From an optimization exercise on the open Yosys and OpenROAD flow, aimed at small area, a short achievable clock period and few clock cycles per item; shortcuts taken in it are not production practice.
Function was checked by simulation only, so behaviour that the tests miss may differ from the original.
Power and IR drop assume default switching activity.

==> config.mk <==
export PLATFORM = sky130hd
export DESIGN_NAME = act_lut_pipe
export DESIGN_NICKNAME = act_lut_pipe
export VERILOG_FILES = /design/flow/design.v
export SDC_FILE = /design/flow/constraint.sdc
export NUM_CORES = 4
export LEC_CHECK = 0
export CAP_MARGIN = 20
export CORE_MARGIN = 2
export CORE_UTILIZATION = 55
export CTS_CLUSTER_DIAMETER = 100
export CTS_CLUSTER_SIZE = 30
export SETUP_SLACK_MARGIN = 2.8
export SLEW_MARGIN = 20
export SYNTH_MEMORY_MAX_BITS = 8192
==> run.sh <==
#!/bin/bash
# synth_recipe.tcl (not shown) runs the flow's synth.tcl, then flattens the netlist and writes it again
# the make line also repeats each setting of config.mk as NAME=value (left out here)
make -C /OpenROAD-flow-scripts/flow DESIGN_CONFIG=/design/flow/config.mk WORK_HOME=/design/flow/orfs CLKGATE_MAP_FILE= SYNTH_SCRIPT=/design/flow/synth_recipe.tcl finish
==> constraint.sdc <==
create_clock -name core_clock -period 5.0 [get_ports {clk}]
set_input_delay 1.0000 -clock core_clock [delete_from_list [all_inputs] [get_ports {clk}]]
set_output_delay 1.0000 -clock core_clock [all_outputs]
set_load 0.01 [all_outputs]
==> design.v <==
module act_lut_pipe #(
  parameter int ADDR_W = 8,
  parameter int DATA_W = 16,
  parameter int FRAC_W = 12
) (
  input  logic              clk,
  input  logic              rst_n,
  input  logic              load_start_i,
  input  logic              load_valid_i,
  input  logic [DATA_W-1:0] load_data_i,
  output logic              load_done_o,
  input  logic              in_valid_i,
  output logic              in_ready_o,
  input  logic [ADDR_W-1:0] in_addr_i,
  output logic              out_valid_o,
  input  logic              out_ready_i,
  output logic [DATA_W-1:0] out_data_o
);
  localparam int TD    = 1 << ADDR_W;     
  localparam int SP_W  = 3;
  localparam int SP    = 1 << SP_W;       
  localparam int NINS  = TD / SP;         
  localparam int LO_W  = 6;               
  localparam int NLO   = 1 << LO_W;
  localparam int NHI   = TD / NLO;        
  localparam int NBUF  = 5;               
  localparam int NF    = NBUF - 1;
  if (FRAC_W >= DATA_W) begin : g_bad_frac
    $error("act_lut_pipe: FRAC_W must be smaller than DATA_W");
  end
  typedef enum logic [1:0] {S_EMPTY, S_LOAD, S_RUN, S_DRAIN} state_t;
  state_t             state_q;
  logic [ADDR_W-1:0]  wptr_q;
  logic               load_done_q;
  logic [ADDR_W-1:0]  rot_q;              
  logic [ADDR_W-1:0]  ins_q;              
  logic [2:0]         cnt_q;              
  logic               rdy_q;
  logic               wr_en, restart, accept, take;
  logic [2:0]         cnt_d;
  state_t             state_d;
  logic [DATA_W-1:0]  dl_q [SP];
  logic [SP-1:0]      dlv_q, dlv_d, oldest;
  logic               ins_now;
  logic [DATA_W-1:0]  ins_data;
  logic [ADDR_W-1:0]  ins_d;
  assign wr_en   = (state_q == S_LOAD) & load_valid_i & ~load_start_i;
  assign restart = ((state_q == S_EMPTY) | (state_q == S_LOAD)) & load_start_i
                 | (state_q == S_DRAIN) & (cnt_q == '0);
  assign accept  = in_valid_i & rdy_q;
  assign take    = out_valid_o & out_ready_i;
  assign cnt_d   = cnt_q + {2'b0, accept} - {2'b0, take};
  always_comb begin
    state_d = state_q;
    case (state_q)
      S_EMPTY: if (load_start_i) state_d = S_LOAD;
      S_LOAD:  if (wr_en && (&wptr_q)) state_d = S_RUN;
      S_RUN:   if (load_start_i) state_d = S_DRAIN;
      S_DRAIN: if (cnt_q == '0) state_d = S_LOAD;
      default: state_d = S_EMPTY;
    endcase
  end
  always_comb begin
    oldest = '0;
    for (int m = SP - 1; m >= 0; m--)
      if (dlv_q[m] && oldest == '0) oldest[m] = 1'b1;
  end
  assign ins_now = (|dlv_q) & (ins_q[SP_W-1:0] == '0);
  always_comb begin
    ins_data = '0;
    for (int m = 0; m < SP; m++)
      ins_data = ins_data | ({DATA_W{oldest[m]}} & dl_q[m]);
  end
  always_comb begin
    dlv_d = '0;
    if (!restart) begin
      dlv_d[0] = wr_en;
      for (int m = 1; m < SP; m++)
        dlv_d[m] = dlv_q[m-1] & ~(ins_now & oldest[m-1]);
    end
  end
  assign ins_d = restart ? ADDR_W'(1) : (ins_now ? ins_q : ins_q - 1'b1);
  logic pend_d;
  assign pend_d = (|dlv_d[SP-1:1]) | (dlv_d[0] & (ins_d[SP_W-1:0] != '0));
  always_ff @(posedge clk or negedge rst_n) begin
    if (!rst_n) begin
      state_q     <= S_EMPTY;
      wptr_q      <= '0;
      load_done_q <= 1'b0;
      rot_q       <= '0;
      ins_q       <= '0;
      cnt_q       <= '0;
      rdy_q       <= 1'b0;
      dlv_q       <= '0;
    end else begin
      state_q     <= state_d;
      load_done_q <= (state_q == S_LOAD) & wr_en & (&wptr_q);
      if (restart)    wptr_q <= '0;
      else if (wr_en) wptr_q <= wptr_q + 1'b1;
      rot_q       <= restart ? ADDR_W'(1) : rot_q - 1'b1;
      ins_q       <= ins_d;
      cnt_q       <= cnt_d;
      rdy_q       <= (state_d == S_RUN) & ~pend_d & (cnt_d < 3'(NBUF));
      dlv_q       <= dlv_d;
    end
  end
  always_ff @(posedge clk) begin
    dl_q[0] <= load_data_i;
    for (int m = 1; m < SP; m++) dl_q[m] <= dl_q[m-1];
  end
  logic [TD-1:0][DATA_W-1:0] ring_q;
  logic [TD-1:0][DATA_W-1:0] ring_d;
  always_comb begin
    ring_d = {ring_q[0], ring_q[TD-1:1]};
    for (int k = 0; k < NINS; k++)
      if (ins_now && ins_q[ADDR_W-1:SP_W] == k) ring_d[k*SP] = ins_data;
  end
  always_ff @(posedge clk) ring_q <= ring_d;
  logic              v1_q, v2_q, v3_q;
  logic [ADDR_W-1:0] a1_q, pos;
  logic [NLO-1:0]    oh2_q;
  logic [1:0]        hi2_q, hi3_q;
  logic [DATA_W-1:0] m3_q [NHI];
  logic [DATA_W-1:0] m3_d [NHI];
  logic [DATA_W-1:0] res;
  assign pos = a1_q + rot_q;
  always_ff @(posedge clk or negedge rst_n) begin
    if (!rst_n) begin
      v1_q <= 1'b0;
      v2_q <= 1'b0;
      v3_q <= 1'b0;
    end else begin
      v1_q <= accept;
      v2_q <= v1_q;
      v3_q <= v2_q;
    end
  end
  always_ff @(posedge clk) begin
    a1_q  <= in_addr_i;
    for (int k = 0; k < NLO; k++) oh2_q[k] <= (pos[LO_W-1:0] == k);
    hi2_q <= pos[ADDR_W-1:LO_W];
    hi3_q <= hi2_q;
    for (int j = 0; j < NHI; j++) m3_q[j] <= m3_d[j];
  end
  always_comb begin
    for (int j = 0; j < NHI; j++) begin
      m3_d[j] = '0;
      for (int k = 0; k < NLO; k++)
        m3_d[j] = m3_d[j] | ({DATA_W{oh2_q[k]}} & ring_q[j*NLO + k]);
    end
  end
  assign res = m3_q[hi3_q];
  logic              out_valid_q;
  logic [DATA_W-1:0] out_q;
  logic [DATA_W-1:0] fifo_q [NF];
  logic [1:0]        frd_q, fwr_q;
  logic [2:0]        fn_q;
  logic              out_free, pop, push;
  assign out_free = ~out_valid_q | out_ready_i;
  assign pop      = out_free & (fn_q != '0);
  assign push     = v3_q & ~(out_free & (fn_q == '0));
  always_ff @(posedge clk or negedge rst_n) begin
    if (!rst_n) begin
      out_valid_q <= 1'b0;
      frd_q       <= '0;
      fwr_q       <= '0;
      fn_q        <= '0;
    end else begin
      if (out_free) out_valid_q <= (fn_q != '0) | v3_q;
      if (pop)  frd_q <= frd_q + 1'b1;
      if (push) fwr_q <= fwr_q + 1'b1;
      fn_q <= fn_q + {2'b0, push} - {2'b0, pop};
    end
  end
  always_ff @(posedge clk) begin
    if (out_free) out_q <= (fn_q != '0) ? fifo_q[frd_q] : res;
    if (push) fifo_q[fwr_q] <= res;
  end
  assign load_done_o = load_done_q;
  assign in_ready_o  = rdy_q;
  assign out_valid_o = out_valid_q;
  assign out_data_o  = out_q;
endmodule
==> metrics.log, run 1 <==
INFO  metric cpPeakStageDelay = approximately 0.61 ns
INFO  metric timing_hold_violations_final = 0
INFO  metric powerDensity = 458.9 nW/um^2
INFO  metric internal_dissipation = 48.64 mW
INFO  metric cellLeakagePower = 56.25 nW
INFO  metric placement_rows = around 170
INFO  metric multi_input_area = 34680 sq um
INFO  metric tritoncts = yes
INFO  metric clk-insertion-delay-late = 0.94 ns
INFO  metric cpLargestDelayFamily = simple AND/OR/NAND/NOR gates
INFO  metric initialDrtViolationCount = 20800
INFO  metric proportion_of_layout_cells_with_a_drive_suffix_above_1 = 0.2435
INFO  metric critical_path.startpoint_type = flip-flop
INFO  metric ctsHtreeMaxLevel = 4
INFO  metric timing_worst_slew_pin_value = 0.9506 ns
INFO  metric maxClockFrequency = 378.0 MHz
INFO  metric drt-wirelength-per-cell = 50.90 microns
INFO  metric cts_made_buffers = 168
INFO  metric clock_sink_count = between 4000 and 5000
INFO  metric totalWireLength = 639.0 mm
INFO  metric placeableCoreArea = 219700 sq um
INFO  metric floorplan.io_pins = 49
INFO  metric power_frac_seq = 0.615
INFO  metric die_area = 225100 sq um
INFO  metric reg2reg_from = dlv_q[6]$_DFF_PN0_
INFO  metric gr-usage-all-layers = 0.5223
INFO  metric async_reset_ff_frac = 0.01113
INFO  metric comb_power_share = 0.128
INFO  metric syn_nets = roughly 9100
INFO  metric synthesis.yosys.warnings = 4
INFO  metric clk_transition_reported_paths = 0.11 ns
INFO  metric largest_vdd_supply_drop = 0.0003857 V
INFO  metric grt_pass1_vias = 86170
INFO  metric tns = 0 ns
INFO  metric synth_area_per_cell = 13.50 sq um
INFO  metric unrepaired_setup_endpoints_after_global_routing = true
INFO  metric antenna_found_initial = 79
INFO  metric rr_endpoint = ring_q[1293]$_DFF_P_
INFO  metric firstDrtPassIters = 13
INFO  metric finalMaxSlewViolations = 0
INFO  metric critPathSlowestCell = or4_4
INFO  metric maxCapViolations = 0
INFO  metric final_nets = about 9500
INFO  metric io_buffers = 48
INFO  metric p_sw_frac = 0.2889
INFO  metric final.fill_count = roughly 15000
INFO  metric drt.antenna.violating_nets = 0
INFO  metric syn_area = roughly 120000 sq um
INFO  metric finalSetupViolCount = 0
INFO  metric grt_pass1_wl = 783.9 mm
INFO  metric crit_fanout = 32
INFO  metric synth-seq-cells = 4494
INFO  metric postSynth.topFlopCell = dfxtp_1
INFO  metric timing_worst_setup_path_type = reg2reg
INFO  metric path_cells = or4_4 -> buf_4 -> o31ai_4 -> buf_12 -> buf_4 -> nor4_4 -> buf_12 -> nor2_4 -> a21oi_2
INFO  metric worst_ep_arrival_time = 3.44 ns
INFO  metric p_clk_frac = 0.257
INFO  metric timing.hold.worst.class = in2async
INFO  metric floorplan.initialDensity = 0.5539
INFO  metric dp_hpwl = 273.9 mm
INFO  metric dieWidth = 474.4 microns
INFO  metric synth_seq_area_share = 0.7478
INFO  metric critical_path.n_buffers_inverters = 4
INFO  metric post_synth_inst_count = 9014
INFO  metric layout_worst_path_cycle_share = 0.5291
INFO  metric clockRootBuffer = clkbuf_16
INFO  metric post_route_drc_violation_count = 0
INFO  metric period_needed = 2.645 ns
INFO  metric gp_congestion = between 0.9 and 1
INFO  metric worst-r2r-cell-count = 9
INFO  metric maxSlewHeadroom = 0.3663
INFO  metric reg2reg_slack = 2.35 ns
INFO  metric synthDistinctLibCells = 58
INFO  metric final-seq-area = 91290 sq um
INFO  metric hold_ws = 0.2290 ns
INFO  metric cts_hold_repair.buffers = 0
INFO  metric globalRoute.totalOverflow = 0
INFO  metric syn2layout_area_growth = 22.47%
INFO  metric grt_max_degree = 65
INFO  metric timing.critical_path.required = 5.79 ns
INFO  metric endpoint_kind = flip-flop
INFO  metric height_of_the_die = 474.4 microns
INFO  metric run_status = timing/DRC/antenna clean
INFO  metric viasPerCell = 7.864
INFO  metric num_vias = 98710
INFO  metric clock_tree.buffer_depth = 3
INFO  metric switching_power = 19.76 mW
INFO  metric clock_skew = 0.04814 ns
INFO  metric synth_edf_count = 80
[power groups by stage]
| stage | Clock (mW) | Sequential [mW] | Combinational (mW) |
|---|---|---|---|
| 2_1_floorplan | 0 | 41.0 | 2.40 |
| 3_3_place_gp | 0 | 42.8 | 4.32 |
| 3_5_place_dp | 0 | 42.8 | 4.34 |
| 4_1_cts | 17.1 | 41.6 | 7.01 |
| 5_1_grt | 18.4 | 42.1 | 8.38 |
| 6_report | 17.6 | 42.1 | 8.75 |
[layout by cell type, fill, tap and decap left out, types with 66 or more instances in the layout]
master	netlist	layout
buf_4	1	241
dfxtp_1	4364	4298
buf_12	0	234
buf_16	0	138
edfxtp_1	80	80
a221oi_2	0	182
a221oi_1	1025	839
nand4_1	266	266
a21oi_2	0	310
nor2_2	0	106
a22o_1	1024	1024
clkbuf_16	0	231
nor2_1	617	154
nor2_4	0	359
a21oi_1	500	177
diode_2	0	114
buf_6	1	124
dfxtp_4	0	66
[metal layers]
layer  track usage  part of all wire  up-vias
met5      0.008436            0.0024        -
met4        0.4277              0.11       58
met3        0.2557              0.18     3777
met2        0.6870              0.37    11930
met1        0.6379              0.33    48230
li1              -                 -    34720
[worst reg2reg max path, stage by stage (launching register included)]
cell,delay [ns]
dfrtp_4,0.51
or4_4,0.62
buf_4,0.19
o31ai_4,0.22
buf_12,0.17
buf_4,0.12
nor4_4,0.04
buf_12,0.17
nor2_4,0.44
a21oi_2,0.05
[flip-flops by register name (all words and copies together) (netlist names), 2 cells and up]
name and count:
fwr_q 2, oh2_q 64, wptr_q 8, dl_q 128
state_q 2, ring_q 4096, a1_q 8, fifo_q 64
hi3_q 2, hi2_q 2, fn_q 3, out_q 16
frd_q 2, dlv_q 8, ins_q 8, rot_q 8
cnt_q 3, m3_q 64
[synthesized netlist by cell type, types with 19 or more instances]
cell,instances,area (sq um)
nand2_1,48,180.2
nor2_1,617,2316
a221oi_1,1025,8977
nor2b_1,23,143.9
clkbuf_1,370,1389
a22o_1,1024,8969
nand3_1,22,110.1
edfxtp_1,80,2402
inv_1,21,78.83
a21oi_1,500,2502
o21ai_0,21,105.1
a22oi_1,32,240.2
dfxtp_1,4364,87360
or4_1,66,495.5
nand4_1,266,1664
ha_1,19,237.7
buf_1,222,833.3
mux4_2,32,720.7
dfrtp_1,50,1251
buf_2,40,200.2
[worst max path at each step]
stage / endpoint / start / depth (start not counted) / slack [ns]
2_1_floorplan: rdy_q$_DFF_PN0_ / out_ready_i / 11 / 2.29
3_3_place_gp: rdy_q$_DFF_PN0_ / out_ready_i / 12 / 1.58
3_5_place_dp: ring_q[1420]$_DFF_P_ / dlv_q[6]$_DFF_PN0_ / 6 / 1.53
4_1_cts: out_valid_o / out_valid_q$_DFFE_PN0N_ / 1 / 2.50
5_1_grt: ring_q[2184]$_DFF_P_ / dlv_q[6]$_DFF_PN0_ / 10 / 2.37
6_report: ring_q[1293]$_DFF_P_ / dlv_q[6]$_DFF_PN0_ / 9 / 2.35
[logic make-up after synthesis]
group           count (synthesis)  share of synthesized area
xor+xnor                       34                   0.002447
compound gates               2659                     0.1753
fa+ha+maj                      23                   0.002529
buf+inv                       655                    0.02070
simple gates                 1095                    0.04328
flops                        4494                     0.7478
mux                            54                   0.007906
[through the flow]
step / power, mW / util / cells / setup slack (ns) / area (sq um)
2_1_floorplan: 43.40 / - / 9014 / 2.288 / 121800
5_1_grt: 68.91 / 0.6772 / 12450 / 2.368 / 148800
6_report: 68.40 / 0.6784 / 12550 / 2.355 / 149100
3_3_place_gp: 47.10 / 0.5741 / 11580 / 1.577 / 126100
3_5_place_dp: 47.15 / 0.5742 / 11580 / 1.526 / 126200
4_1_cts: 65.77 / 0.6490 / 12270 / 2.498 / 142600
[cell type report]
type                       count  share of cell area
antenna                      114            0.001914
clock buffer                 192             0.03009
clock inverter                10           0.0007806
inverter                      21           0.0005876
multi-input combinational   3872              0.2327
sequential                  4494              0.6124
tap                         2958             0.02483
timing repair buffer         892             0.09672
[repair_timing]
item,4_1_cts,5_1_grt
resized for setup,1310,909
gates cloned,106,56
pin swaps,103,125
buffers inserted,381,111
setup endpoints to repair,712,663
Testbench counts, summed over its fixed seeds: cycles 18,472, items 16,384.
==> run 2: changes to the inputs <==
--- a/config.mk
+++ b/config.mk
@@ -9,6 +9,3 @@
 export CORE_MARGIN = 2
-export CORE_UTILIZATION = 55
-export CTS_CLUSTER_DIAMETER = 100
-export CTS_CLUSTER_SIZE = 30
-export SETUP_SLACK_MARGIN = 2.8
+export CORE_UTILIZATION = 40
 export SLEW_MARGIN = 20
==> run 2 against run 1 <==
Effect of this change:
- core utilization shrank 21 points
- register-to-register slack lost 0.97 ns
- global-route usage shrank 21 points
- sequential share of layout area rose by 3.0 points
- critical endpoint is now ring_q[1927]$_DFF_P_
- critical path type unchanged
==> metrics.log, run 2 <==
INFO  metric synth.most_common_cell = dfxtp_1
INFO  metric grt_max_degree = 56 (-14%)
INFO  metric tritoncts = yes
INFO  metric gp_congestion = 0.9125 (-1.1%)
INFO  metric syn_nets = 9066 (unchanged)
INFO  metric layout_worst_path_cycle_share = 0.7228 (+0.1937)
INFO  metric globalRoute.totalOverflow = 0 (unchanged)
INFO  metric p_sw_frac = 0.2554 (-0.03351)
INFO  metric synth-seq-cells = 4494 (unchanged)
INFO  metric io_buffers = 48 (unchanged)
INFO  metric synthesis.yosys.warnings = 4 (unchanged)
INFO  metric met1_usage = 0.4015 (-0.2364)
INFO  metric grt_most_used_layer = met2
INFO  metric unrepaired_setup_endpoints_after_global_routing = false
INFO  metric synth.top_cells.by_count = dfxtp_1, a221oi_1, a22o_1
INFO  metric finalMaxSlewViolations = 0 (unchanged)
INFO  metric timing.critical_path.required = 5.73 ns (-0.06 ns)
INFO  metric drt.antenna.violating_nets = 0 (unchanged)
INFO  metric final_cell_mix = dfxtp_1, a221oi_1, a22o_1
INFO  metric placement_rows = 202 (+17%)
INFO  metric p_clk_frac = 0.415 (+0.158)
INFO  metric synth.top_cells.by_area = dfxtp_1, a221oi_1, a22o_1, a21oi_1, edfxtp_1
INFO  metric syn2layout_area_growth = 16.63%
INFO  metric ctsHtreeMaxLevel = 5 (+1)
INFO  metric synth.top_cell.area_share = 0.7178 (unchanged)
INFO  metric dp_hpwl = 275.7 mm (+0.63%)
INFO  metric cellLeakagePower = 53.89 nW (-4.2%)
INFO  metric maxCapViolations = 0 (unchanged)
INFO  metric most_common_library_cell_in_the_layout_ignoring_fill_and_taps = dfxtp_1
INFO  metric cts_resized = 0 (-100%)
INFO  metric post_route_drc_violation_count = 0 (unchanged)
INFO  metric power_frac_seq = 0.529 (-0.086)
INFO  metric die_area = 308700 sq um (+37%)
INFO  metric clockRootBuffer = clkbuf_16
INFO  metric postSynth.topFlopCell = dfxtp_1
INFO  metric clock_tree.buffer_depth = 4 (+1)
INFO  metric finalSetupViolCount = 0 (unchanged)
INFO  metric registers.top_by_ff_count = ring_q
INFO  metric placeableCoreArea = 302800 sq um (+38%)
INFO  metric clock_skew = 0.08369 ns (+0.03555 ns)
INFO  metric crit_fanout = 23 (-28%)
INFO  metric syn_area = 121700 sq um (unchanged)
INFO  metric maxSlewHeadroom = 0.1405 (-0.2258)
INFO  metric met3_usage = 0.08468 (-0.1710)
INFO  metric tns = 0 ns (unchanged)
INFO  metric height_of_the_die = 555.6 microns (+17%)
INFO  metric cts_hold_repair.buffers = 0 (unchanged)
INFO  metric post-route-util = 0.4688 (-0.2096)
INFO  metric async_reset_ff_frac = 0.01113 (unchanged)
INFO  metric synthDistinctLibCells = 58 (unchanged)
INFO  metric timing.hold.worst.class = in2async
INFO  metric grt_pass1_wl = 676.0 mm (-14%)
INFO  metric final_nets = 9108 (-4.1%)
INFO  metric critical_path.startpoint_type = flip-flop
INFO  metric post_synth_inst_count = 9014 (unchanged)
INFO  metric synth_top_cell_by_area = dfxtp_1
INFO  metric synth_area_per_cell = 13.50 sq um (unchanged)
INFO  metric maxClockFrequency = 276.7 MHz (-27%)
INFO  metric grt_pass1_vias = 84290 (-2.2%)
INFO  metric synth_edf_count = 80 (unchanged)
INFO  metric run_status = timing/DRC/antenna clean
INFO  metric viasPerCell = 6.500 (-17%)
INFO  metric timing_worst_setup_path_type = reg2reg
INFO  metric firstDrtPassIters = 7 (-6)
INFO  metric switching_power = 20.46 mW (+3.5%)
INFO  metric floorplan.initialDensity = 0.4020 (-0.1519)
INFO  metric clock_sink_count = 4494 (unchanged)
INFO  metric top_regs = ring_q (4096), dl_q (128)
INFO  metric initialDrtViolationCount = 14550 (-30%)
INFO  metric timing_worst_slew_pin_value = 1.289 ns (+0.3386 ns)
INFO  metric num_vias = 87050 (-12%)
INFO  metric largest_reg_flops = 4096 (unchanged)
INFO  metric largest_vdd_supply_drop = 0.0003366 V (-13%)
INFO  metric comb_power_share = 0.056 (-0.072)
INFO  metric proportion_of_layout_cells_with_a_drive_suffix_above_1 = 0.1123 (-0.1312)
INFO  metric antenna_found_initial = 26 (-67%)
INFO  metric cts_setup_buffers = 0 (-100%)
INFO  metric internal_dissipation = 59.65 mW (+23%)
INFO  metric powerDensity = 564.3 nW/um^2 (+23%)
INFO  metric dieWidth = 555.6 microns (+17%)
INFO  metric floorplan.io_pins = 49 (unchanged)
INFO  metric endpoint_kind = flip-flop
INFO  metric clk_transition_reported_paths = 0.06 ns (-0.05 ns)
INFO  metric gr-usage-all-layers = 0.3118 (-0.2105)
INFO  metric worst_ep_arrival_time = 4.34 ns (+0.90 ns)
INFO  metric synth_seq_area_share = 0.7478 (unchanged)
INFO  metric drt-wirelength-per-cell = 37.41 microns (-27%)
INFO  metric clk-insertion-delay-late = 0.96 ns (+0.02 ns)
INFO  metric gr-usage-met2 = 0.4647 (-0.2223)
INFO  metric period_needed = 3.614 ns (+0.9684 ns)
INFO  metric totalWireLength = 501.1 mm (-22%)
INFO  metric timing_hold_violations_final = 0 (unchanged)
INFO  metric cts_made_buffers = 425 (+150%)
-- run 2: cell types whose count changed in the layout (fill, tap and decap cells not counted), sizes merged, moves of 11 or more --
cell,delta
buf,-597
bufbuf,-11
bufinv,+34
clkbuf,+375
clkdlybuf4s50,+20
clkinv,+89
clkinvlp,+13
diode,-99
-- run 2: per-stage QoR --
step                hold WS [ns]  total power, mW  setup WS (ns)  instance area, sq um  instances
finish                    0.2074            80.11          1.386                142000      13390
global route              0.2681            81.63          1.318                141900      13380
CTS                       0.2154            79.61          1.510                141900      13380
detailed placement        0.3127            47.10          1.222                127400      12610
global placement          0.3110            47.05          1.117                127400      12610
floorplan                 0.3096            43.34          1.838                121700       9014
-- run 2: worst max-delay path, stage by stage, from the launching register on --
cell and delay (ns):
dfrtp_1 0.96, nor4_1 0.17, nand2b_1 0.69, o221ai_1 0.31, nor2b_4 0.86, buf_4 0.32, a21oi_1 0.10
-- run 2: cells by family after synthesis --
| group | count (synthesis) | synth area share |
|---|---|---|
| xor gates and xnor gates | 34 | 0.002447 |
| AOI/OAI and AO/OA | 2659 | 0.1753 |
| muxes | 54 | 0.007906 |
| and+or+nand+nor | 1095 | 0.04328 |
| adders and majority gates | 23 | 0.002529 |
| DFF | 4494 | 0.7478 |
| buffers and inverters | 655 | 0.02070 |
-- run 2: worst paths after layout --
check,startpoint,end,slack [ns],cells after the start
setup / recovery,dlv_q[6]$_DFF_PN0_,ring_q[1927]$_DFF_P_,1.39,6
setup reg to reg,dlv_q[6]$_DFF_PN0_,ring_q[1927]$_DFF_P_,1.39,6
hold reg to reg,ring_q[3574]$_DFF_P_,ring_q[3558]$_DFF_P_,0.31,0
max in group asynchronous,rst_n,frd_q[0]$_DFFE_PN0P_,4.25,2
min in group core_clock,ring_q[3574]$_DFF_P_,ring_q[3558]$_DFF_P_,0.31,0
hold / removal,rst_n,rot_q[1]$_DFF_PN0_,0.21,2
-- run 2: cell type report --
type / count / area, sq um
diodes: 15 / 37.54
clock buffers: 621 / 12550
clock inverters: 150 / 1967
fillers: 26110 / 160800
inverters: 21 / 78.83
multi-input cells: 3865 / 28520
flip-flops and latches: 4494 / 91260
well taps: 3978 / 4977
repair buffers: 249 / 2560
-- run 2: metal layers --
layer / up-vias / wire length (microns) / share of wire
li1: 34020 / - / -
met1: 43300 / 185200 / 0.37
met3: 1949 / 67520 / 0.13
met5: - / 177 / 0.00035
met4: 22 / 36270 / 0.072
met2: 7759 / 211900 / 0.42
-- run 2: power by group through the flow --
stage / logic, mW / clock network (mW) / registers, mW
after floorplan: 2.35 / 0 / 41.0
after global routing: 4.49 / 34.7 / 42.4
after CTS: 4.33 / 33.2 / 42.1
after detailed placement: 4.31 / 0 / 42.8
final: 4.49 / 33.3 / 42.4
after global placement: 4.30 / 0 / 42.7
==> run 3: changes to the inputs <==
--- a/design.v
+++ b/design.v
@@ -25,3 +25,3 @@
   localparam int NHI   = TD / NLO;        
-  localparam int NBUF  = 5;               
+  localparam int NBUF  = 4;               
   localparam int NF    = NBUF - 1;
@@ -42,3 +42,3 @@
   logic [DATA_W-1:0]  dl_q [SP];
-  logic [SP-1:0]      dlv_q, dlv_d, oldest;
+  logic [SP-1:0]      dlv_q, dlv_d;
   logic               ins_now;
@@ -62,8 +62,6 @@
   end
-  always_comb begin
-    oldest = '0;
-    for (int m = SP - 1; m >= 0; m--)
-      if (dlv_q[m] && oldest == '0) oldest[m] = 1'b1;
-  end
-  assign ins_now = (|dlv_q) & (ins_q[SP_W-1:0] == '0);
+  logic [SP-1:0]   old_q, old_d;
+  logic [NINS-1:0] isel_q, isel_d;
+  logic            ins_now_d;
+  assign ins_now = |isel_q;
   always_comb begin
@@ -71,3 +69,3 @@
     for (int m = 0; m < SP; m++)
-      ins_data = ins_data | ({DATA_W{oldest[m]}} & dl_q[m]);
+      ins_data = ins_data | ({DATA_W{old_q[m]}} & dl_q[m]);
   end
@@ -78,3 +76,3 @@
       for (int m = 1; m < SP; m++)
-        dlv_d[m] = dlv_q[m-1] & ~(ins_now & oldest[m-1]);
+        dlv_d[m] = dlv_q[m-1] & ~(ins_now & old_q[m-1]);
     end
@@ -82,4 +80,13 @@
   assign ins_d = restart ? ADDR_W'(1) : (ins_now ? ins_q : ins_q - 1'b1);
+  always_comb begin
+    old_d = '0;
+    for (int m = SP - 1; m >= 0; m--)
+      if (dlv_d[m] && old_d == '0) old_d[m] = 1'b1;
+  end
+  assign ins_now_d = (|dlv_d) & (ins_d[SP_W-1:0] == '0);
+  always_comb
+    for (int k = 0; k < NINS; k++)
+      isel_d[k] = ins_now_d & (ins_d[ADDR_W-1:SP_W] == k);
   logic pend_d;
-  assign pend_d = (|dlv_d[SP-1:1]) | (dlv_d[0] & (ins_d[SP_W-1:0] != '0));
+  assign pend_d = (|dlv_d[SP-1:1]) | (dlv_d[0] & ~ins_now_d);
   always_ff @(posedge clk or negedge rst_n) begin
@@ -94,2 +101,3 @@
       dlv_q       <= '0;
+      isel_q      <= '0;
     end else begin
@@ -104,2 +112,3 @@
       dlv_q       <= dlv_d;
+      isel_q      <= isel_d;
     end
@@ -107,2 +116,3 @@
   always_ff @(posedge clk) begin
+    old_q   <= old_d;
     dl_q[0] <= load_data_i;
@@ -115,13 +125,13 @@
     for (int k = 0; k < NINS; k++)
-      if (ins_now && ins_q[ADDR_W-1:SP_W] == k) ring_d[k*SP] = ins_data;
+      if (isel_q[k]) ring_d[k*SP] = ins_data;
   end
   always_ff @(posedge clk) ring_q <= ring_d;
-  logic              v1_q, v2_q, v3_q;
-  logic [ADDR_W-1:0] a1_q, pos;
-  logic [NLO-1:0]    oh2_q;
-  logic [1:0]        hi2_q, hi3_q;
-  logic [DATA_W-1:0] m3_q [NHI];
-  logic [DATA_W-1:0] m3_d [NHI];
+  logic              v1_q, v2_q;
+  logic [ADDR_W-1:0] pos;
+  logic [NLO-1:0]    oh1_q;
+  logic [1:0]        hi1_q, hi2_q;
+  logic [DATA_W-1:0] m2_q [NHI];
+  logic [DATA_W-1:0] m2_d [NHI];
   logic [DATA_W-1:0] res;
-  assign pos = a1_q + rot_q;
+  assign pos = in_addr_i + rot_q;
   always_ff @(posedge clk or negedge rst_n) begin
@@ -130,3 +140,2 @@
       v2_q <= 1'b0;
-      v3_q <= 1'b0;
     end else begin
@@ -134,3 +143,2 @@
       v2_q <= v1_q;
-      v3_q <= v2_q;
     end
@@ -138,7 +146,6 @@
   always_ff @(posedge clk) begin
-    a1_q  <= in_addr_i;
-    for (int k = 0; k < NLO; k++) oh2_q[k] <= (pos[LO_W-1:0] == k);
-    hi2_q <= pos[ADDR_W-1:LO_W];
-    hi3_q <= hi2_q;
-    for (int j = 0; j < NHI; j++) m3_q[j] <= m3_d[j];
+    for (int k = 0; k < NLO; k++) oh1_q[k] <= (pos[LO_W-1:0] == k);
+    hi1_q <= pos[ADDR_W-1:LO_W];
+    hi2_q <= hi1_q;
+    for (int j = 0; j < NHI; j++) m2_q[j] <= m2_d[j];
   end
@@ -146,8 +153,8 @@
     for (int j = 0; j < NHI; j++) begin
-      m3_d[j] = '0;
+      m2_d[j] = '0;
       for (int k = 0; k < NLO; k++)
-        m3_d[j] = m3_d[j] | ({DATA_W{oh2_q[k]}} & ring_q[j*NLO + k]);
+        m2_d[j] = m2_d[j] | ({DATA_W{oh1_q[k]}} & ring_q[j*NLO + k]);
     end
   end
-  assign res = m3_q[hi3_q];
+  assign res = m2_q[hi2_q];
   logic              out_valid_q;
@@ -160,3 +167,3 @@
   assign pop      = out_free & (fn_q != '0);
-  assign push     = v3_q & ~(out_free & (fn_q == '0));
+  assign push     = v2_q & ~(out_free & (fn_q == '0));
   always_ff @(posedge clk or negedge rst_n) begin
@@ -168,5 +175,5 @@
     end else begin
-      if (out_free) out_valid_q <= (fn_q != '0) | v3_q;
-      if (pop)  frd_q <= frd_q + 1'b1;
-      if (push) fwr_q <= fwr_q + 1'b1;
+      if (out_free) out_valid_q <= (fn_q != '0) | v2_q;
+      if (pop)  frd_q <= (frd_q == 2'(NF - 1)) ? '0 : frd_q + 1'b1;
+      if (push) fwr_q <= (fwr_q == 2'(NF - 1)) ? '0 : fwr_q + 1'b1;
       fn_q <= fn_q + {2'b0, push} - {2'b0, pop};
--- a/config.mk
+++ b/config.mk
@@ -9,3 +9,6 @@
 export CORE_MARGIN = 2
-export CORE_UTILIZATION = 40
+export CORE_UTILIZATION = 45
+export CTS_CLUSTER_DIAMETER = 80
+export CTS_CLUSTER_SIZE = 20
+export SETUP_SLACK_MARGIN = 2.0
 export SLEW_MARGIN = 20
==> run 3 against run 2 <==
Effect of this change:
- still clean
- critical path type unchanged
- core utilization rose by 2.7 points
- sequential share of layout area is 4.1 points higher
- register-to-register slack better by 0.59 ns
- clock skew decreased by 0.039 ns
- highest routed layer unchanged
- cell count fell by 6.1%
- routed wire length decreased by 2.6%
- largest power group unchanged
==> metrics.log, run 3 <==
INFO  metric tns = 0 ns (unchanged)
INFO  metric synth.top_cell.area_share = 0.7157 (-0.002112)
INFO  metric timing.hold.worst.class = reg2reg
INFO  metric firstDrtPassIters = 8 (+1)
INFO  metric viasPerCell = 6.778 (+4.3%)
INFO  metric cellLeakagePower = 50.34 nW (-6.6%)
INFO  metric proportion_of_layout_cells_with_a_drive_suffix_above_1 = 0.06966 (-0.04268)
INFO  metric post_synth_inst_count = 9148 (+1.5%)
INFO  metric syn_area = 122100 sq um (+0.30%)
INFO  metric reg2reg_slack = 1.97 ns (+0.59 ns)
INFO  metric largest_vdd_supply_drop = 0.0002722 V (-19%)
INFO  metric final_cell_mix = dfxtp_1, a22o_1, a221oi_1
INFO  metric synth_seq_area_share = 0.7479 (about the same)
INFO  metric placement_rows = 191 (-5.4%)
INFO  metric worst-r2r-cell-count = 6 (unchanged)
INFO  metric dp_hpwl = 259.8 mm (-5.7%)
INFO  metric floorplan.initialDensity = 0.4516 (+0.04966)
INFO  metric clk-insertion-delay-late = 0.98 ns (+0.02 ns)
INFO  metric globalRoute.totalOverflow = 0 (unchanged)
INFO  metric finalMaxSlewViolations = 0 (unchanged)
INFO  metric cp-endpoint = m2_q[1][2]$_DFF_P_
INFO  metric clock_sink_count = 4508 (+0.31%)
INFO  metric grt_pass1_wl = 656.5 mm (-2.9%)
INFO  metric syn_nets = 9195 (+1.4%)
INFO  metric hold_ws = 0.3232 ns (+0.1158 ns)
INFO  metric p_sw_frac = 0.2532 (-0.002177)
INFO  metric cts_made_buffers = 276 (-35%)
INFO  metric dieWidth = 524.8 microns (-5.5%)
INFO  metric clock_tree.buffer_depth = 4 (unchanged)
INFO  metric synth.top_cells.by_count = dfxtp_1, a221oi_1, a22o_1
INFO  metric clk_transition_reported_paths = 0.08 ns (+0.02 ns)
INFO  metric post-route-util = 0.4956 (+0.02677)
INFO  metric drt-wirelength-per-cell = 38.83 microns (+3.8%)
INFO  metric unrepaired_setup_endpoints_after_global_routing = true
INFO  metric floorplan.io_pins = 49 (unchanged)
INFO  metric synth-seq-cells = 4508 (+0.31%)
INFO  metric worst_ep_arrival_time = 3.92 ns (-0.42 ns)
INFO  metric comb_power_share = 0.053 (-0.003)
INFO  metric p_clk_frac = 0.329 (-0.086)
INFO  metric finalSetupViolCount = 0 (unchanged)
INFO  metric timing_hold_violations_final = 0 (unchanged)
INFO  metric rr_endpoint = m2_q[1][2]$_DFF_P_
INFO  metric final.fill_count = 23030 (-12%)
INFO  metric clockRootBuffer = clkbuf_16
INFO  metric endpoint_kind = flip-flop
INFO  metric maxCapViolations = 0 (unchanged)
INFO  metric routed_met1_length = 187.7 mm (+1.3%)
INFO  metric finish.instance_area = 134000 sq um (-5.6%)
INFO  metric async_reset_ff_frac = 0.01775 (+0.006620)
INFO  metric timing.critical_path.from = oh1_q[15]$_DFF_P_
INFO  metric top_layer = met5
INFO  metric most_common_library_cell_in_the_layout_ignoring_fill_and_taps = dfxtp_1
INFO  metric period_needed = 3.028 ns (-0.5861 ns)
INFO  metric syn2layout_area_growth = 9.736%
INFO  metric synthDistinctLibCells = 57 (-1.7%)
INFO  metric timing.critical_path.required = 5.89 ns (+0.16 ns)
INFO  metric placed_area = 126400 sq um (-0.80%)
INFO  metric grt_pass1_vias = 81440 (-3.4%)
INFO  metric critical_path.startpoint_type = flip-flop
INFO  metric height_of_the_die = 524.8 microns (-5.5%)
INFO  metric num_vias = 85210 (-2.1%)
INFO  metric maxClockFrequency = 330.3 MHz (+19%)
INFO  metric crit_fanout = 28 (+22%)
INFO  metric gp_congestion = 0.9074 (-0.56%)
INFO  metric internal_dissipation = 49.85 mW (-16%)
INFO  metric totalWireLength = 488.1 mm (-2.6%)
INFO  metric synth.top_cells.by_area = dfxtp_1, a221oi_1, a22o_1, a21oi_1, nor2_1
INFO  metric postSynth.topFlopCell = dfxtp_1
INFO  metric grt_max_degree = 81 (+45%)
INFO  metric post_route_drc_violation_count = 0 (unchanged)
INFO  metric tritoncts = yes
INFO  metric gr-usage-all-layers = 0.3390 (+0.02721)
INFO  metric timing_worst_slew_pin_value = 1.246 ns (-0.04328 ns)
INFO  metric initialDrtViolationCount = 14700 (+1.0%)
INFO  metric clock_skew = 0.04434 ns (-0.03935 ns)
INFO  metric registers.top_by_ff_count = ring_q
INFO  metric timing_worst_setup_path_type = reg2reg
INFO  metric switching_power = 16.91 mW (-17%)
INFO  metric ctsHtreeMaxLevel = 5 (unchanged)
INFO  metric synth_edf_count = 64 (-20%)
INFO  metric io_buffers = 48 (unchanged)
INFO  metric run_status = timing/DRC/antenna clean
INFO  metric synth.most_common_cell = dfxtp_1
INFO  metric maxSlewHeadroom = 0.1694 (+0.02885)
INFO  metric synth_top_cell_by_area = dfxtp_1
INFO  metric largest_reg_flops = 4096 (unchanged)
INFO  metric antenna_found_initial = 26 (unchanged)
INFO  metric wl_met2 = 205.8 mm (-2.9%)
INFO  metric powerDensity = 498.4 nW/um^2 (-12%)
INFO  metric routed_met3_length = 65.23 mm (-3.4%)
INFO  metric power_frac_seq = 0.618 (+0.089)
INFO  metric holdCritStartpoint = ring_q[3080]$_DFF_P_
INFO  metric top_regs = ring_q (4096), dl_q (128)
INFO  metric die_area = 275400 sq um (-11%)
INFO  metric drt.antenna.violating_nets = 0 (unchanged)
INFO  metric synthesis.yosys.warnings = 4 (unchanged)
INFO  metric synth_area_per_cell = 13.34 sq um (-1.2%)
INFO  metric layout_worst_path_cycle_share = 0.6055 (-0.1172)
INFO  metric final_nets = 9002 (-1.2%)
INFO  metric reg2reg_from = oh1_q[15]$_DFF_P_
INFO  metric placeableCoreArea = 270300 sq um (-11%)
## run 3: changes by cell type after synthesis, moves of 18 or more
cell | before | now
nand2_1 | 48 | 74
buf_2 | 40 | 6
a21oi_1 | 500 | 546
nor4_1 | 6 | 31
clkbuf_1 | 370 | 474
nor2b_1 | 23 | 3
a22oi_1 | 32 | 64
buf_1 | 222 | 204
dfrtp_1 | 50 | 80
## run 3: worst max-delay path, cell delays in order, from the launching register on
cell,delay [ns]
dfxtp_4,1.06
buf_4,0.79
buf_4,0.49
a22o_1,0.23
a221oi_1,0.05
nand4_1,0.11
or4_1,0.11
## run 3: final cells by class
class | count | area, sq um | area share
diodes | 14 | 35.03 | 0.0002615
clock buffers | 303 | 7199 | 0.05375
clock inverters | 7 | 80.08 | 0.0005978
inverters | 20 | 75.07 | 0.0005604
multi-input cells | 3935 | 28270 | 0.2111
flip-flops and latches | 4508 | 91570 | 0.6836
well taps | 3570 | 4467 | 0.03335
repair buffers | 214 | 2247 | 0.01678
## run 3: power groups by stage
stage	logic (mW)	clock network [mW]	registers, mW
6_report	3.56	21.9	41.3
5_1_grt	3.60	23.1	41.4
4_1_cts	3.38	21.8	41.0
3_5_place_dp	3.35	0	41.8
3_3_place_gp	3.32	0	41.8
2_1_floorplan	1.94	0	40.4
## run 3: through the flow
step | std cells | setup slack (ns) | power (mW)
finish | 12570 | 1.972 | 66.76
detailed placement | 12230 | 1.342 | 45.18
floorplan | 9148 | 1.945 | 42.29
global route | 12560 | 1.947 | 68.03
global placement | 12230 | 1.348 | 45.13
CTS | 12550 | 2.001 | 66.21
## run 3: worst min path at each step
stage	endpoint	slack, ns	depth (start not counted)
after floorplan	hi2_q[0]$_DFF_P_	0.31	0
after global placement	hi2_q[0]$_DFF_P_	0.31	0
after detailed placement	hi2_q[1]$_DFF_P_	0.32	0
after CTS	cnt_q[1]$_DFF_PN0_	0.22	1
after global routing	ring_q[3061]$_DFF_P_	0.34	0
final	ring_q[3064]$_DFF_P_	0.32	0
## run 3: metal layers
metal	global-route usage	vias to the layer above
met5	0	-
met3	0.09739	1685
met2	0.4990	7113
met1	0.4514	42800
li1	-	33600
met4	0.1782	10
## run 3: cells by family (layout without fill, tap and decap cells)
family                   Yosys count  after routing  share of synthesized area
AO/OA/AOI/OAI                   2704           2704                     0.1760
AND/OR/NAND/NOR                 1142           1144                    0.04530
XOR/XNOR                          32             32                   0.002296
other                              0             14                          0
buffers and inverters            707            544                    0.02188
multiplexers                      38             38                   0.004787
adder cells (fa/ha/maj)           17             17                   0.001927
flip-flops                      4508           4508                     0.7479
## run 3: repair_timing
action / 4_1_cts / 5_1_grt
pin swaps: 2 / 5
setup endpoints to repair: 36 / 32
hold buffers: 0 / 1
hold endpoints to repair: 0 / 28
gates cloned: 1 / 1
gates resized for setup: 4 / 17
setup buffers: 4 / 7
Testbench counts of run 3, summed over its fixed seeds: cycles 18,464, items 16,384.
==> run 4: changes to the inputs <==
--- a/config.mk
+++ b/config.mk
@@ -12,3 +12,3 @@
 export CTS_CLUSTER_SIZE = 20
-export SETUP_SLACK_MARGIN = 2.0
+export SETUP_SLACK_MARGIN = 2.5
 export SLEW_MARGIN = 20
==> run 4 against run 3 <==
Effect of this change:
- routed wire length up 6.5%
- still clean
- highest routed layer unchanged
- non-clock buffer count rose by 111
- via count is 3.4% higher
- critical endpoint is now isel_q[11]$_DFF_PN0_
- core utilization rose by 0.81 points
- hold slack worse by 0.0010 ns
- worst setup slack gained 0.16 ns
==> metrics.log, run 4 <==
INFO  metric run_status = timing/DRC/antenna clean
INFO  metric syn_nets = 9195 (unchanged)
INFO  metric pre_cts_slack = 1.545 ns (+0.2029 ns)
INFO  metric final_cell_mix = dfxtp_1, a22o_1, a221oi_1
INFO  metric synth-seq-cells = 4508 (unchanged)
INFO  metric synth.top_cells.by_count = dfxtp_1, a221oi_1, a22o_1
INFO  metric power_frac_seq = 0.611 (-0.007)
INFO  metric ctsHtreeMaxLevel = 5 (unchanged)
INFO  metric globalRoute.totalOverflow = 0 (unchanged)
INFO  metric unrepaired_setup_endpoints_after_global_routing = true
INFO  metric synth_edf_count = 64 (unchanged)
INFO  metric syn2layout_area_growth = 11.54%
INFO  metric timing_worst_slew_pin_value = 1.212 ns (-0.03402 ns)
INFO  metric placeableCoreArea = 270300 sq um (unchanged)
INFO  metric clock_skew = 0.04679 ns (+0.002453 ns)
INFO  metric cts_made_buffers = 276 (unchanged)
INFO  metric clk_transition_reported_paths = 0.09 ns (about the same)
INFO  metric internal_dissipation = 50.13 mW (+0.56%)
INFO  metric antenna_found_initial = 46 (+77%)
INFO  metric finalSetupViolCount = 0 (unchanged)
INFO  metric dp_hpwl = 270.9 mm (+4.3%)
INFO  metric dieWidth = 524.8 microns (unchanged)
INFO  metric timing_worst_setup_path_type = reg2reg
INFO  metric floorplan.io_pins = 49 (unchanged)
INFO  metric initialDrtViolationCount = 16960 (+15%)
INFO  metric cellLeakagePower = 51.25 nW (+1.8%)
INFO  metric powerDensity = 496.0 nW/um^2 (-0.47%)
INFO  metric most_common_library_cell_in_the_layout_ignoring_fill_and_taps = dfxtp_1
INFO  metric synth_seq_area_share = 0.7479 (unchanged)
INFO  metric p_clk_frac = 0.324 (-0.005)
INFO  metric drt-wirelength-per-cell = 40.88 microns (+5.3%)
INFO  metric synth.most_common_cell = dfxtp_1
INFO  metric finalMaxSlewViolations = 0 (unchanged)
INFO  metric pnr_worst_setup_slack = 2.134 ns (+0.1616 ns)
INFO  metric top_regs = ring_q (4096), dl_q (128)
INFO  metric maxSlewHeadroom = 0.1921 (+0.02268)
INFO  metric comb_power_share = 0.065 (+0.012)
INFO  metric maxClockFrequency = 348.9 MHz (+5.6%)
INFO  metric period_needed = 2.866 ns (-0.1616 ns)
INFO  metric grt_max_degree = 81 (unchanged)
INFO  metric clockRootBuffer = clkbuf_16
INFO  metric async_reset_ff_frac = 0.01775 (unchanged)
INFO  metric endpoint_kind = flip-flop
INFO  metric maxCapViolations = 0 (unchanged)
INFO  metric synthDistinctLibCells = 57 (unchanged)
INFO  metric timing_hold_violations_final = 0 (unchanged)
INFO  metric gp_congestion = 0.9154 (+0.88%)
INFO  metric worst_ep_arrival_time = 3.71 ns (-0.21 ns)
INFO  metric grt_pass1_wl = 679.4 mm (+3.5%)
INFO  metric largest_vdd_supply_drop = 0.0003099 V (+14%)
INFO  metric num_vias = 88110 (+3.4%)
INFO  metric final_nets = 9113 (+1.2%)
INFO  metric firstDrtPassIters = 7 (-1)
INFO  metric grt_pass1_vias = 82820 (+1.7%)
INFO  metric largest_reg_flops = 4096 (unchanged)
INFO  metric die_area = 275400 sq um (unchanged)
INFO  metric clk-insertion-delay-late = 0.97 ns (about the same)
INFO  metric finalPower = 67.54 mW (+1.2%)
INFO  metric viasPerCell = 6.929 (+2.2%)
INFO  metric timing.hold.worst.class = reg2reg
INFO  metric syn_area = 122100 sq um (unchanged)
INFO  metric registers.top_by_ff_count = ring_q
INFO  metric tritoncts = yes
INFO  metric p_sw_frac = 0.2577 (+0.004485)
INFO  metric clock_tree.buffer_depth = 4 (unchanged)
INFO  metric post_route_drc_violation_count = 0 (unchanged)
INFO  metric clock_sink_count = 4508 (unchanged)
INFO  metric switching_power = 17.41 mW (+3.0%)
INFO  metric io_buffers = 48 (unchanged)
INFO  metric tns = 0 ns (unchanged)
INFO  metric timing.critical_path.required = 5.85 ns (-0.04 ns)
INFO  metric floorplan.initialDensity = 0.4516 (unchanged)
INFO  metric critical_path.startpoint_type = flip-flop
INFO  metric synthesis.yosys.warnings = 4 (unchanged)
INFO  metric drt.antenna.violating_nets = 0 (unchanged)
INFO  metric placement_rows = 191 (unchanged)
INFO  metric totalWireLength = 519.8 mm (+6.5%)
INFO  metric crit_fanout = 9 (-68%)
INFO  metric gr-usage-all-layers = 0.3523 (+0.01328)
INFO  metric height_of_the_die = 524.8 microns (unchanged)
INFO  metric layout_worst_path_cycle_share = 0.5732 (-0.03232)
INFO  metric post_synth_inst_count = 9148 (unchanged)
INFO  metric synth_top_cell_by_area = dfxtp_1
INFO  metric synth.top_cell.area_share = 0.7157 (unchanged)
INFO  metric proportion_of_layout_cells_with_a_drive_suffix_above_1 = 0.09225 (+0.02259)
INFO  metric synth.top_cells.by_area = dfxtp_1, a221oi_1, a22o_1, a21oi_1, nor2_1
INFO  metric synth_area_per_cell = 13.34 sq um (unchanged)
INFO  metric postSynth.topFlopCell = dfxtp_1
[run 4: changes by cell type in the layout (fill, tap and decap cells not counted), sizes merged]
cell and delta:
diode +37, clkdlybuf4s50 -19, clkinv -2, clkbuf +4, buf +123, inv +2
[run 4: power by group through the flow]
stage	Sequential [mW]	Combinational, mW	Clock [mW]
after CTS	41.1	3.83	21.8
after global placement	41.9	3.40	0
after floorplan	40.4	2.09	0
after global routing	41.3	4.38	23.1
after detailed placement	41.9	3.44	0
final	41.3	4.37	21.9
[run 4: logic make-up after synthesis]
| family | synth area share |
|---|---|
| XOR/XNOR | 0.002296 |
| AND/OR/NAND/NOR | 0.04530 |
| flip-flops | 0.7479 |
| adder cells (fa/ha/maj) | 0.001927 |
| AO/OA/AOI/OAI | 0.1760 |
| buffers and inverters | 0.02188 |
| multiplexers | 0.004787 |
[run 4: final timing paths]
check                                      from                   end  slack [ns]  depth (start not counted)
hold reg to reg                hi1_q[1]$_DFF_P_      hi2_q[1]$_DFF_P_        0.32                          0
setup reg to reg           isel_q[24]$_DFF_PN0_  isel_q[11]$_DFF_PN0_        2.13                         10
min in group asynchronous                 rst_n    dlv_q[4]$_DFF_PN0_        0.46                          2
max in group asynchronous                 rst_n  isel_q[27]$_DFF_PN0_        3.94                          3
hold / removal                 hi1_q[1]$_DFF_P_      hi2_q[1]$_DFF_P_        0.32                          0
setup / recovery           isel_q[24]$_DFF_PN0_  isel_q[11]$_DFF_PN0_        2.13                         10
[run 4: repair_timing]
item,in CTS,in global routing
buffers inserted,56,30
hold endpoints to repair,0,20
pin swaps,23,13
resized for setup,167,71
setup endpoints to repair,110,127
hold buffers,0,1
cloned,2,7
[run 4: critical path, stage by stage, from the launching register on]
cell and delay (ns):
dfrtp_2 0.43, nor4_4 0.28, nand2_2 0.11, buf_4 0.17, nor4_4 0.43, buf_6 0.21, mux2i_1 0.34, nand4_1 0.23
buf_6 0.21, buf_6 0.14, nor4_2 0.18
[run 4: stage by stage]
step	instance area, sq um	hold slack [ns]	cells	utilization
2_1_floorplan	122400	0.3096	9148	-
3_3_place_gp	126800	0.3156	12260	0.4690
3_5_place_dp	126800	0.3142	12260	0.4690
4_1_cts	135000	0.2162	12630	0.4996
5_1_grt	136000	0.3380	12670	0.5033
6_report	136200	0.3222	12720	0.5037
[run 4: metal layers]
metal,share of wire,GRT usage,vias to the layer above
met4,0.072,0.2106,28
met1,0.37,0.4584,43900
met3,0.15,0.1108,2047
li1,-,-,33880
met2,0.41,0.5116,8261
met5,0.00079,0.003636,-
[run 4: cell type report]
cell class | count | area, sq um
Timing Repair Buffer | 325 | 3719
Sequential cell | 4508 | 91570
Tap cell | 3570 | 4467
Fill cell | 22740 | 134100
Inverter | 20 | 75.07
Multi-Input combinational cell | 3935 | 28950
Antenna cell | 51 | 127.6
Clock inverter | 7 | 72.57
Clock buffer | 300 | 7167
==> run 5: changes to the inputs <==
--- a/design.v
+++ b/design.v
@@ -64,4 +64,5 @@
   logic [NINS-1:0] isel_q, isel_d;
-  logic            ins_now_d;
-  assign ins_now = |isel_q;
+  logic            ins_now_q, ins_now_d;
+  logic [ADDR_W-1:0] insm_q, insm_d;      
+  assign ins_now = ins_now_q;
   always_comb begin
@@ -79,3 +80,4 @@
   end
-  assign ins_d = restart ? ADDR_W'(1) : (ins_now ? ins_q : ins_q - 1'b1);
+  assign ins_d  = restart ? ADDR_W'(1) : (ins_now ? ins_q : insm_q);
+  assign insm_d = restart ? ADDR_W'(0) : (ins_now ? insm_q : insm_q - 1'b1);
   always_comb begin
@@ -102,2 +104,4 @@
       isel_q      <= '0;
+      ins_now_q   <= 1'b0;
+      insm_q      <= '0;
     end else begin
@@ -113,2 +117,4 @@
       isel_q      <= isel_d;
+      ins_now_q   <= ins_now_d;
+      insm_q      <= insm_d;
     end
--- a/config.mk
+++ b/config.mk
@@ -12,3 +12,3 @@
 export CTS_CLUSTER_SIZE = 20
-export SETUP_SLACK_MARGIN = 2.5
+export SETUP_SLACK_MARGIN = 2.6
 export SLEW_MARGIN = 20
==> run 5 against run 4 <==
Effect of this change:
- synthesized area increased by 0.90%
- power increased by 0.27%
- routed wire length increased by 0.17%
- first-iteration DRC count decreased by 8.1%
- clock skew increased by 0.021 ns
- register-to-register slack improved by 0.41 ns
- design area increased by 0.46%
==> metrics.log, run 5 <==
INFO  metric endpoint_kind = output pin
INFO  metric placement_rows = 192 (+0.52%)
INFO  metric synth.area.mux_share = 0.006207 (+0.001420)
INFO  metric floorplan.io_pins = 49 (unchanged)
INFO  metric clock_skew = 0.06732 ns (+0.02053 ns)
INFO  metric finalMaxSlewViolations = 0 (unchanged)
INFO  metric ctsHtreeMaxLevel = 5 (unchanged)
INFO  metric async_reset_ff_frac = 0.01970 (+0.001957)
INFO  metric synth.top_cell.area_share = 0.7093 (-0.006413)
INFO  metric period_needed = 2.538 ns (-0.3285 ns)
INFO  metric unrepaired_setup_endpoints_after_global_routing = true
INFO  metric finalSetupViolCount = 0 (unchanged)
INFO  metric die_area = 277900 sq um (+0.90%)
INFO  metric syn_nets = 9212 (+0.18%)
INFO  metric post_synth_inst_count = 9165 (+0.19%)
INFO  metric reg2reg_from = oh1_q[5]$_DFF_P_
INFO  metric yosys.area_share.xor_xnor = 0.002255 (-0.00004089)
INFO  metric io_buffers = 48 (unchanged)
INFO  metric clk_transition_reported_paths = 0.09 ns (about the same)
INFO  metric simple_gate_fraction_of_synth_area = 0.04417 (-0.001127)
INFO  metric floorplan.initialDensity = 0.4513 (about the same)
INFO  metric p_sw_frac = 0.2567 (-0.001051)
INFO  metric comb_power_share = 0.063 (-0.002)
INFO  metric p_clk_frac = 0.324 (about the same)
INFO  metric powerDensity = 495.1 nW/um^2 (-0.18%)
INFO  metric clock_sink_count = 4517 (+0.20%)
INFO  metric crit_fanout = 1 (-8)
INFO  metric firstDrtPassIters = 9 (+2)
INFO  metric timing_worst_slew_pin_value = 1.216 ns (+0.004372 ns)
INFO  metric synth_seq_area_share = 0.7430 (-0.004872)
INFO  metric gp_congestion = 0.9316 (+1.8%)
INFO  metric initialDrtViolationCount = 15590 (-8.1%)
INFO  metric placed_area = 127700 sq um (+0.74%)
INFO  metric finish.instance_area = 136800 sq um (+0.46%)
INFO  metric final_cell_mix = dfxtp_1, a221oi_1, a22o_1
INFO  metric dp_hpwl = 271.3 mm (+0.14%)
INFO  metric synth_edf_count = 64 (unchanged)
INFO  metric synthDistinctLibCells = 63 (+11%)
INFO  metric maxCapViolations = 0 (unchanged)
INFO  metric run_status = timing/DRC/antenna clean
INFO  metric worst-r2r-cell-count = 5 (-5)
INFO  metric internal_dissipation = 50.34 mW (+0.42%)
INFO  metric drt-wirelength-per-cell = 40.88 microns (about the same)
INFO  metric cts_hold_repair.buffers = 0 (unchanged)
INFO  metric largest_vdd_supply_drop = 0.0004139 V (+34%)
INFO  metric rr_endpoint = m2_q[2][14]$_DFF_P_
INFO  metric top_regs = ring_q (4096), dl_q (128)
INFO  metric grt_pass1_vias = 82990 (+0.21%)
INFO  metric synthesis.yosys.warnings = 4 (unchanged)
INFO  metric final.fill_count = 23180 (+1.9%)
INFO  metric cellLeakagePower = 51.46 nW (+0.40%)
INFO  metric height_of_the_die = 527.2 microns (+0.45%)
INFO  metric synth.top_cells.by_count = dfxtp_1, a221oi_1, a22o_1
INFO  metric switching_power = 17.38 mW (-0.13%)
INFO  metric synth-compound-area-share = 0.1771 (+0.001146)
INFO  metric finalPower = 67.72 mW (+0.27%)
INFO  metric cpLargestDelayFamily = flip-flops
INFO  metric grt_pass1_wl = 680.4 mm (+0.15%)
INFO  metric power_frac_seq = 0.612 (about the same)
INFO  metric synth.top_cells.by_area = dfxtp_1, a221oi_1, a22o_1, a21oi_1, dfrtp_1
INFO  metric clock_tree.buffer_depth = 4 (unchanged)
INFO  metric viasPerCell = 6.897 (-0.46%)
INFO  metric registers.top_by_ff_count = ring_q
INFO  metric cpPeakStageDelay = 0.41 ns (-0.02 ns)
INFO  metric post_route_drc_violation_count = 0 (unchanged)
INFO  metric synth_area_per_cell = 13.44 sq um (+0.72%)
INFO  metric grt_max_degree = 64 (-21%)
INFO  metric antenna_found_initial = 38 (-17%)
INFO  metric tritoncts = yes
INFO  metric postSynth.topFlopCell = dfxtp_1
INFO  metric placeableCoreArea = 272900 sq um (+0.97%)
INFO  metric globalRoute.totalOverflow = 0 (unchanged)
INFO  metric gr-usage-all-layers = 0.3512 (-0.001055)
INFO  metric proportion_of_layout_cells_with_a_drive_suffix_above_1 = 0.08848 (-0.003771)
INFO  metric most_common_library_cell_in_the_layout_ignoring_fill_and_taps = dfxtp_1
INFO  metric maxClockFrequency = 394.1 MHz (+13%)
INFO  metric tns = 0 ns (unchanged)
INFO  metric largest_reg_flops = 4096 (unchanged)
INFO  metric layoutNonFillerInstCount = 12740 (+0.16%)
INFO  metric critPathSlowestCell = edfxtp_1
INFO  metric synth_top_cell_by_area = dfxtp_1
INFO  metric clk-insertion-delay-late = 1.01 ns (+0.04 ns)
INFO  metric reg2reg_slack = 2.54 ns (+0.41 ns)
INFO  metric path_cells = buf_2
INFO  metric maxSlewHeadroom = 0.1892 (-0.002914)
INFO  metric worst_ep_arrival_time = 1.54 ns (-2.17 ns)
INFO  metric post-place-cells = 12310 (+0.38%)
INFO  metric layout_worst_path_cycle_share = 0.5075 (-0.06571)
INFO  metric synth-adder-area-share = 0.001910 (-0.00001727)
INFO  metric timing_worst_setup_path_type = reg2out
INFO  metric num_vias = 87840 (-0.31%)
INFO  metric clockRootBuffer = clkbuf_16
INFO  metric cts_made_buffers = 276 (unchanged)
INFO  metric critical_path.n_buffers_inverters = 1 (-3)
INFO  metric final_nets = 9137 (+0.26%)
INFO  metric critical_path.startpoint_type = flip-flop
INFO  metric totalWireLength = 520.7 mm (+0.17%)
INFO  metric syn_area = 123200 sq um (+0.90%)
INFO  metric synth-seq-cells = 4517 (+0.20%)
INFO  metric syn2layout_area_growth = 11.05%
INFO  metric timing.critical_path.required = 4.00 ns (-1.85 ns)
INFO  metric synth.most_common_cell = dfxtp_1
INFO  metric combinational_family_with_the_most_area_after_synthesis = compound AO/OA/AOI/OAI gates
INFO  metric timing.hold.worst.class = in2async
INFO  metric timing_hold_violations_final = 0 (unchanged)
INFO  metric drt.antenna.violating_nets = 0 (unchanged)
INFO  metric dieWidth = 527.2 microns (+0.45%)
## run 5: cell count changes in the layout (fill, tap and decap cells not counted), sizes merged, moves of 10 or more
cell	before	now
buf	289	279
nor2	631	571
nand2	74	45
nor4	35	5
mux2i	19	37
a211oi	3	34
nor3	15	82
diode	51	26
## run 5: worst max-delay path by stage
stage	from	end	slack, ns	cells after the start
after global placement	in_addr_i[1]	oh1_q[20]$_DFF_P_	1.52	6
after detailed placement	in_addr_i[3]	oh1_q[17]$_DFF_P_	1.51	6
after floorplan	in_addr_i[3]	oh1_q[37]$_DFF_P_	2.47	7
after CTS	out_q[6]$_DFFE_PN_	out_data_o[6]	2.43	1
after global routing	out_q[8]$_DFFE_PN_	out_data_o[8]	2.42	1
final	out_q[6]$_DFFE_PN_	out_data_o[6]	2.46	1
## run 5: cell type report
class,count,area (sq um),area share
Tap cell,3589,4491,0.03283
Multi-Input combinational cell,3956,29100,0.2128
Timing Repair Buffer,318,3985,0.02914
Antenna cell,26,65.06,0.0004757
Inverter,21,78.83,0.0005763
Sequential cell,4517,91800,0.6712
Clock inverter,3,31.28,0.0002287
Clock buffer,306,7221,0.05279
## run 5: per-stage QoR
stage / utilization / setup WS (ns) / hold slack [ns]
floorplan: - / 2.471 / 0.3096
global placement: 0.4679 / 1.516 / 0.3317
detailed placement: 0.4679 / 1.507 / 0.3359
CTS: 0.4967 / 2.429 / 0.07950
global route: 0.5010 / 2.420 / 0.09757
finish: 0.5012 / 2.462 / 0.07758
## run 5: repair_timing
item / CTS / global route
buffers inserted: 21 / 58
setup endpoints to repair: 179 / 127
gates cloned: 5 / 8
resized for setup: 118 / 46
pin swaps: 3 / 5
hold endpoints to repair: 0 / 0
## run 5: kinds of logic after synthesis
group | count (synthesis)
compound gates | 2745
simple gates | 1106
flops | 4517
fa+ha+maj | 17
mux | 56
xor+xnor | 30
buf+inv | 694
## run 5: routing by layer
layer | wire length, microns | part of all wire | track usage
met1 | 189900 | 0.36 | 0.4577
met2 | 217900 | 0.42 | 0.5177
met3 | 74920 | 0.14 | 0.1001
met4 | 37750 | 0.073 | 0.2094
met5 | 276 | 0.00053 | 0
## run 5: power groups by stage
stage               combinational [mW]  sequential, mW  clock, mW
global placement                  3.54            42.2          0
floorplan                         2.14            40.7          0
CTS                               3.76            41.4       21.8
global route                      4.30            41.6       23.2
detailed placement                3.56            42.2          0
finish                            4.30            41.5       22.0
Testbench counts of run 5, summed over its fixed seeds: cycles 18,464, items 16,384.
==> run 6: changes to the inputs <==
--- a/config.mk
+++ b/config.mk
@@ -9,5 +9,5 @@
 export CORE_MARGIN = 2
-export CORE_UTILIZATION = 45
-export CTS_CLUSTER_DIAMETER = 80
-export CTS_CLUSTER_SIZE = 20
+export CORE_UTILIZATION = 50
+export CTS_CLUSTER_DIAMETER = 90
+export CTS_CLUSTER_SIZE = 25
 export SETUP_SLACK_MARGIN = 2.6
==> run 6 against run 5 <==
Effect of this change:
- design area is 1.2% lower
- flip-flop and latch count stayed put
- core utilization is 4.9 points higher
- critical path type is now reg2reg
==> metrics.log, run 6 <==
INFO  metric worst-r2r-cell-count = 5 (unchanged)
INFO  metric timing.hold.worst.class = in2async
INFO  metric tns = 0 ns (unchanged)
INFO  metric largest_reg_flops = 4096 (unchanged)
INFO  metric synth.area.mux_share = 0.006207 (unchanged)
INFO  metric grt_pass1_wl = 686.3 mm (+0.87%)
INFO  metric floorplan.io_pins = 49 (unchanged)
INFO  metric p_clk_frac = 0.290 (-0.034)
INFO  metric timing_worst_setup_path_type = reg2reg
INFO  metric clk_transition_reported_paths = 0.10 ns (about the same)
INFO  metric layout_worst_path_cycle_share = 0.5152 (+0.007680)
INFO  metric synth_top_cell_by_area = dfxtp_1
INFO  metric gp_congestion = 0.9267 (-0.53%)
INFO  metric internal_dissipation = 47.70 mW (-5.2%)
INFO  metric clock_sink_count = 4517 (unchanged)
INFO  metric final_cell_mix = dfxtp_1, a22o_1, a221oi_1
INFO  metric gr-usage-all-layers = 0.3972 (+0.04598)
INFO  metric hold_ws = 0.1047 ns (+0.02709 ns)
INFO  metric critPathSlowestCell = or4_1
INFO  metric antenna_found_initial = 40 (+5.3%)
INFO  metric viasPerCell = 7.099 (+2.9%)
INFO  metric comb_power_share = 0.069 (+0.006)
INFO  metric synth_seq_area_share = 0.7430 (unchanged)
INFO  metric layoutNonFillerInstCount = 12360 (-3.0%)
INFO  metric timing.critical_path.required = 5.74 ns (+1.74 ns)
INFO  metric timing_hold_violations_final = 0 (unchanged)
INFO  metric path_cells = buf_12 -> a22o_1 -> a221oi_1 -> nand4_1 -> or4_1
INFO  metric cts_hold_repair.buffers = 0 (unchanged)
INFO  metric dieWidth = 500.3 microns (-5.1%)
INFO  metric p_sw_frac = 0.2614 (+0.004761)
INFO  metric maxSlewHeadroom = 0.1760 (-0.01312)
INFO  metric placement_rows = 182 (-5.2%)
INFO  metric async_reset_ff_frac = 0.01970 (unchanged)
INFO  metric reg2reg_from = oh1_q[60]$_DFF_P_
INFO  metric synth-adder-area-share = 0.001910 (unchanged)
INFO  metric run_status = timing/DRC/antenna clean
INFO  metric io_buffers = 48 (unchanged)
INFO  metric syn2layout_area_growth = 9.744%
INFO  metric synth.most_common_cell = dfxtp_1
INFO  metric top_regs = ring_q (4096), dl_q (128)
INFO  metric maxClockFrequency = 388.2 MHz (-1.5%)
INFO  metric totalWireLength = 523.5 mm (+0.54%)
INFO  metric post_route_drc_violation_count = 0 (unchanged)
INFO  metric rr_endpoint = m2_q[3][11]$_DFF_P_
INFO  metric grt_max_degree = 65 (+1.6%)
INFO  metric placeableCoreArea = 245500 sq um (-10%)
INFO  metric cpPeakStageDelay = 0.62 ns (+0.21 ns)
INFO  metric timing_worst_slew_pin_value = 1.236 ns (+0.01969 ns)
INFO  metric globalRoute.totalOverflow = 0 (unchanged)
## run 6: power by group through the flow
stage	registers [mW]	logic, mW	clock network [mW]
2_1_floorplan	40.7	2.14	0
3_3_place_gp	42.2	3.44	0
3_5_place_dp	42.2	3.48	0
4_1_cts	41.3	3.87	18.6
5_1_grt	41.5	4.42	19.8
6_report	41.4	4.44	18.7
## run 6: final cells by class
class	instances	area [sq um]
antenna	28	70.07
fill	20020	110300
clock buffer	225	5258
clock inverter	12	160.2
inverter	21	78.83
multi-input combinational	3956	29090
sequential	4517	91810
timing repair buffer	381	4684
tap	3220	4029
## run 6: logic make-up after synthesis
logic type	count (synthesis)
AO/OA/AOI/OAI	2745
buffers and inverters	694
multiplexers	56
adder cells (fa/ha/maj)	17
flip-flops	4517
XOR/XNOR	30
AND/OR/NAND/NOR	1106
## run 6: how the worst max path moves through the flow
stage | cells past startpoint | slack (ns) | from | end
after floorplan | 7 | 2.47 | in_addr_i[3] | oh1_q[37]$_DFF_P_
after global placement | 6 | 1.47 | in_addr_i[4] | oh1_q[26]$_DFF_P_
after detailed placement | 6 | 1.45 | in_addr_i[4] | oh1_q[7]$_DFF_P_
after CTS | 1 | 2.43 | out_valid_q$_DFFE_PN0N_ | out_valid_o
after global routing | 1 | 2.50 | out_q[9]$_DFFE_PN_ | out_data_o[9]
final | 5 | 2.42 | oh1_q[60]$_DFF_P_ | m2_q[3][11]$_DFF_P_
## run 6: metrics by stage
stage / utilization / power (mW) / cell area, sq um
after floorplan: - / 42.87 / 123600
after global placement: 0.5180 / 45.63 / 127200
after detailed placement: 0.5181 / 45.69 / 127200
after CTS: 0.5455 / 63.76 / 133900
after global routing: 0.5504 / 65.76 / 135100
final: 0.5506 / 64.59 / 135200
## run 6: routing by layer
| metal | share of wire | up-vias | track usage | wire (microns) |
|---|---|---|---|---|
| li1 | - | 33970 | - | - |
| met4 | 0.067 | 24 | 0.2217 | 35290 |
| met1 | 0.37 | 44040 | 0.5323 | 195200 |
| met3 | 0.15 | 1707 | 0.1184 | 76390 |
| met2 | 0.41 | 8000 | 0.5729 | 216400 |
| met5 | 0.00064 | - | 0.005788 | 334 |
## run 6: critical path: cells and delay by family (launching register included)
kind / cells / cell delay (ns)
AO/OA/AOI/OAI: 2 / 0.68
buffers and inverters: 1 / 0.18
AND/OR/NAND/NOR: 2 / 0.74
flip-flops: 1 / 0.38
## run 6: repair_timing
action / CTS / global route
buffers inserted: 48 / 86
pin swaps: 2 / 6
hold endpoints to repair: 0 / 0
gates resized for setup: 129 / 54
setup endpoints to repair: 183 / 187
gates cloned: 11 / 4
